This is an optimization exercise on Yosys and OpenROAD, whose aim is small area, a short achievable clock period and few clock cycles, not a production implementation. Function was checked by simulation only, so behaviour that the tests miss may differ from the original.

==> flow/design.v <==
package systolic_mm_pkg;
    typedef logic [4-1:0] data_t;
    typedef logic [16-1:0] accum_t;
    typedef logic [$clog2((8 / 4))-1:0] tile_idx_t;
    typedef logic [$clog2((8 * 8))-1:0] elem_idx_t;
    typedef logic [$clog2((2 * 4 - 1)+1)-1:0] step_t;
    typedef logic [(8 * 8)*4-1:0] matrix_t;
    typedef logic [4*4-1:0] edge_t;
    typedef logic [4*4*16-1:0] tile_sums_t;
    typedef struct packed {
        edge_t left;
        edge_t top;
    } feed_t;
    typedef struct packed {
        tile_idx_t ib;
        tile_idx_t jb;
        tile_idx_t kb;
    } tile_pos_t;
    typedef struct packed {
        elem_idx_t index;
        accum_t value;
    } result_word_t;
    typedef enum logic [2:0] {IDLE, CLEAR, STREAM, FLUSH, COLLECT, NEXT, DRAIN} seq_state_t;
endpackage
`timescale 1ns/10ps
module systolic_mm_top (
    input  logic                          clk,
    input  logic                          rst,
    input  logic                          in_req,
    input  systolic_mm_pkg::data_t        in_data,
    output logic                          in_ack,
    output logic                          out_req,
    output systolic_mm_pkg::result_word_t out_word,
    input  logic                          out_ack,
    output logic                          done
);
    logic [6:0] ph65;
    logic [3:0] ph16;
    logic [7:0] t;
    logic [3:0] d_q;
    logic wa_q;
    logic wb1_q;
    logic wb2_pre;
    logic wb2_q;
    wire a_ph = (t[7:6] == 2'b00);
    wire b_ph = (t[7:6] == 2'b01);
    wire t_zero = (t == 8'd0);
    wire b_align = (ph16 == ({t[2:0], 1'b0} - 4'd1));
    wire a_align = ~ph65[6] & (ph65[5:1] == t[4:0]) & (ph65[0] == ~t[5]);
    wire can_ack = (a_ph & (t_zero | a_align)) | (b_ph & b_align);
    wire ack = in_req & ~in_ack & can_ack;
    wire ack_last = ack & (t == 8'd127);
    logic [3:0] ra [65];
    logic [3:0] rb [4][16];
    always_ff @(posedge clk) begin
        ra[0] <= wa_q ? d_q : ra[64];
        for (int n = 1; n < 65; n++) ra[n] <= ra[n-1];
    end
    wire [1:0] kb1 = t[4:3];
    wire [1:0] kb2 = t[4:3] - {1'b0, t[2:0] == 3'd0};
    for (genvar m = 0; m < 4; m++) begin : g_rb
        wire we = (wb1_q & (kb1 == 2'(m))) | (wb2_q & (kb2 == 2'(m)));
        always_ff @(posedge clk) begin
            rb[m][0] <= we ? d_q : rb[m][15];
            for (int n = 1; n < 16; n++) rb[m][n] <= rb[m][n-1];
        end
    end
    always_ff @(posedge clk) begin
        if (!in_ack) d_q <= in_data;
        if (rst) begin
            in_ack <= 1'b0;
            wa_q <= 1'b0;
            wb1_q <= 1'b0;
            wb2_pre <= 1'b0;
            wb2_q <= 1'b0;
        end else begin
            in_ack <= in_req & (in_ack | can_ack);
            wa_q <= ack & a_ph;
            wb1_q <= ack & b_ph & ~t[5];
            wb2_pre <= ack & b_ph & t[5];
            wb2_q <= wb2_pre;
        end
    end
    logic [6:0] cw;         
    logic [10:0] oval;
    logic loaded;           
    logic [31:0] hold;
    logic [2:0] hrow, hrow_p;
    logic hv, hv_p;
    logic [2:0] hld;
    logic hl_q;
    logic [2:0] want_q;
    logic [7:0] pq [4];
    logic [9:0] q;
    wire out_ph = t[7] | (t == 8'd127);
    wire hold_ok = ~hld[2] & ((hld[1] | hld[0]) ? (hv_p & (hrow_p == cw[5:3]))
                                                 : (hv & (hrow == cw[5:3])));
    wire ld1 = (~out_req | out_ack) & ~loaded;
    wire lw = ~out_req & ~loaded & ~cw[6] & out_ph
              & (ph16 == {cw[2:0] + 3'd6, 1'b1})
              & hold_ok;
    wire rise = ~out_req & ~out_ack & (loaded | lw) & (t[7] | ack_last);
    wire row_end = cw[2] & (cw[1] | cw[0]) & ~cw[6] & (cw[5:3] != 3'd7)
                   & (ph16 == 4'd8) & hv & (hrow == cw[5:3]);
    wire [2:0] want = cw[5:3] + {2'b00, row_end};
    logic [6:0] tgt_row;
    always_comb begin
        case (want)
            3'd0: tgt_row = 7'd55;
            3'd1: tgt_row = 7'd6;
            3'd2: tgt_row = 7'd22;
            3'd3: tgt_row = 7'd38;
            3'd4: tgt_row = 7'd54;
            3'd5: tgt_row = 7'd5;
            3'd6: tgt_row = 7'd21;
            default: tgt_row = 7'd37;
        endcase
    end
    wire hl = (t[7] | t[6]) & ~cw[6] & (ph65 == tgt_row) & ~ph16[0]
              & ~(hv & (hrow == want));
    always_ff @(posedge clk) begin
        for (int k = 0; k < 8; k++) begin
            hold[4*k +: 4] <= hl_q ? ra[53 - 2*k] : hold[4*((k+4)%8) +: 4];
        end
    end
    always_ff @(posedge clk) begin
        for (int m = 0; m < 4; m++) pq[m] <= hold[4*m +: 4] * rb[m][9];
        q <= 10'(pq[0]) + 10'(pq[1]) + 10'(pq[2]) + 10'(pq[3]);
    end
    always_ff @(posedge clk) begin
        if (rst) oval <= '0;
        else if (lw) oval <= oval + 11'(q);
        else if (ld1) oval <= 11'(q);
    end
    assign out_word = {cw[5:0], 5'd0, oval};
    always_ff @(posedge clk) begin
        hld <= {hld[1:0], hl_q};
        want_q <= want;
        if (rst) begin
            t <= '0;
            out_req <= 1'b0;
            done <= 1'b0;
            loaded <= 1'b0;
            hv <= 1'b0;
            hl_q <= 1'b0;
            cw <= '0;
            ph65 <= '0;
            ph16 <= '0;
        end else begin
            ph65 <= (ph65 == 7'd64) ? 7'd0 : ph65 + 7'd1;
            ph16 <= ph16 + 4'd1;
            hl_q <= hl;
            if (wa_q | wb1_q | wb2_pre) begin
                t <= t + 8'd1;
                if (t_zero) begin
                    ph65 <= 7'd3;
                    ph16 <= 4'd1;
                    cw <= '0;
                    hv <= 1'b0;
                    done <= 1'b0;
                end
            end
            if (hl_q) begin
                hrow_p <= hrow;
                hv_p <= hv;
                hrow <= want_q;
                hv <= 1'b1;
            end
            loaded <= (loaded | lw) & ~rise;
            if (out_req & out_ack) begin
                out_req <= 1'b0;
                cw <= cw + 7'd1;
            end else if (rise) begin
                out_req <= 1'b1;
            end
            if (cw[6] & t[7] & ~out_req & ~out_ack) begin
                done <= 1'b1;
                t <= '0;
            end
        end
    end
endmodule
Settings: LEC_CHECK=0, ABC_CLOCK_PERIOD_IN_PS=3000, CAP_MARGIN=20, CORE_MARGIN=2, CORE_UTILIZATION=70, CTS_CLUSTER_DIAMETER=100, CTS_CLUSTER_SIZE=30, PLACE_DENSITY=0.8, SLEW_MARGIN=20; clock period 10.0 ns.
standard.sh (not shown) runs the stock make flow with config.mk's settings and CLKGATE_MAP_FILE= SYNTH_SCRIPT=/design/flow/synth_recipe.tcl, a recipe that flattens the netlist after the stock synthesis.
==> flow/flow/run.sh <==
#!/bin/bash
set -euo pipefail
bash standard.sh \
  "BUFFER_PORTS_ARGS=-buffer_cell sky130_fd_sc_hd__buf_4" \
  SETUP_SLACK_MARGIN=7.1 \
  finish > make_finish.log 2>&1
Testbench counts at the start, summed over its fixed seeds: cycles 18,384.
Rerun with:
--- a/flow/design.v
+++ b/flow/design.v
@@ -82,26 +82,24 @@
         end
     end
     logic [6:0] cw;         
     logic [10:0] oval;
     logic loaded;           
     logic [31:0] hold;
-    logic [2:0] hrow, hrow_p;
-    logic hv, hv_p;
-    logic [2:0] hld;
+    logic [2:0] hrow, hrow_d1, hrow_d2, hrow_d3;
+    logic hv, hv_d1, hv_d2, hv_d3;
     logic hl_q;
     logic [2:0] want_q;
     logic [7:0] pq [4];
     logic [9:0] q;
+    logic ld1_q;            
     wire out_ph = t[7] | (t == 8'd127);
-    wire hold_ok = ~hld[2] & ((hld[1] | hld[0]) ? (hv_p & (hrow_p == cw[5:3]))
-                                                 : (hv & (hrow == cw[5:3])));
     wire ld1 = (~out_req | out_ack) & ~loaded;
-    wire lw = ~out_req & ~loaded & ~cw[6] & out_ph
+    wire lw = ld1_q & ~out_req & ~loaded & ~cw[6] & out_ph
               & (ph16 == {cw[2:0] + 3'd6, 1'b1})
-              & hold_ok;
+              & hv_d2 & (hrow_d2 == cw[5:3]) & hv_d3 & (hrow_d3 == cw[5:3]);
     wire rise = ~out_req & ~out_ack & (loaded | lw) & (t[7] | ack_last);
     wire row_end = cw[2] & (cw[1] | cw[0]) & ~cw[6] & (cw[5:3] != 3'd7)
                    & (ph16 == 4'd8) & hv & (hrow == cw[5:3]);
     wire [2:0] want = cw[5:3] + {2'b00, row_end};
     logic [6:0] tgt_row;
     always_comb begin
@@ -131,41 +129,46 @@
         if (rst) oval <= '0;
         else if (lw) oval <= oval + 11'(q);
         else if (ld1) oval <= 11'(q);
     end
     assign out_word = {cw[5:0], 5'd0, oval};
     always_ff @(posedge clk) begin
-        hld <= {hld[1:0], hl_q};
+        hrow_d1 <= hrow;
+        hv_d1 <= hv;
+        hrow_d2 <= hrow_d1;
+        hv_d2 <= hv_d1;
+        hrow_d3 <= hrow_d2;
+        hv_d3 <= hv_d2;
         want_q <= want;
         if (rst) begin
             t <= '0;
             out_req <= 1'b0;
             done <= 1'b0;
             loaded <= 1'b0;
             hv <= 1'b0;
             hl_q <= 1'b0;
+            ld1_q <= 1'b0;
             cw <= '0;
             ph65 <= '0;
             ph16 <= '0;
         end else begin
             ph65 <= (ph65 == 7'd64) ? 7'd0 : ph65 + 7'd1;
             ph16 <= ph16 + 4'd1;
             hl_q <= hl;
+            ld1_q <= ld1;
             if (wa_q | wb1_q | wb2_pre) begin
                 t <= t + 8'd1;
                 if (t_zero) begin
                     ph65 <= 7'd3;
                     ph16 <= 4'd1;
                     cw <= '0;
                     hv <= 1'b0;
                     done <= 1'b0;
                 end
             end
             if (hl_q) begin
-                hrow_p <= hrow;
-                hv_p <= hv;
                 hrow <= want_q;
                 hv <= 1'b1;
             end
             loaded <= (loaded | lw) & ~rise;
             if (out_req & out_ack) begin
                 out_req <= 1'b0;
After rerunning:
- The changed run went through all stages and came out clean
- non-clock buffer count is unchanged
- worst setup slack is worse by 4.5 ps
- sequential share of layout area falls by 0.25 points
- first-iteration DRC count drops by 14%
- hold slack gets worse by 14 ps
- wire length rose by 2.1%
- cell area rises by 0.89%
- global-route usage came out higher by 0.43 points
- utilization goes up by 0.46 points
- final cell count came out higher by 1.0%
- die area grows by 0.68%
- clock skew hardly moves
Testbench counts after the change, summed over its fixed seeds: cycles 18,384.

-- what the ideal ports hide --
The flow's constraints put no driver on any port. The routed layouts listed below were extracted and timed again, unchanged, in two steps. Step 1 (the two cells are an assumption about what drives the block):
set clk [get_ports {clk}]
set_driving_cell -lib_cell sky130_fd_sc_hd__clkbuf_16 $clk
set_driving_cell -lib_cell sky130_fd_sc_hd__buf_2 [delete_from_list [all_inputs] $clk]
Step 2 also shifts input and output timing later by t, the mid clock arrival at the registers, as if the neighbouring blocks saw the same clock. a / b / c = ideal / step 1 / step 2; a / b = the first two.
| run | t, ns | setup slack, ns | pins driven straight from the clock port |
|---|---|---|---|
| the first run | 0.605 | 6.964 / 6.915 / 6.601 | 1 |
| the second run | 0.603 | 6.960 / 6.910 / 6.746 | 1 |
After both steps setup and hold are still met in every run listed. For the first run, which loses most, drivers alone change the setup slack by -0.049 ns; drivers and shift together by -0.363 ns.
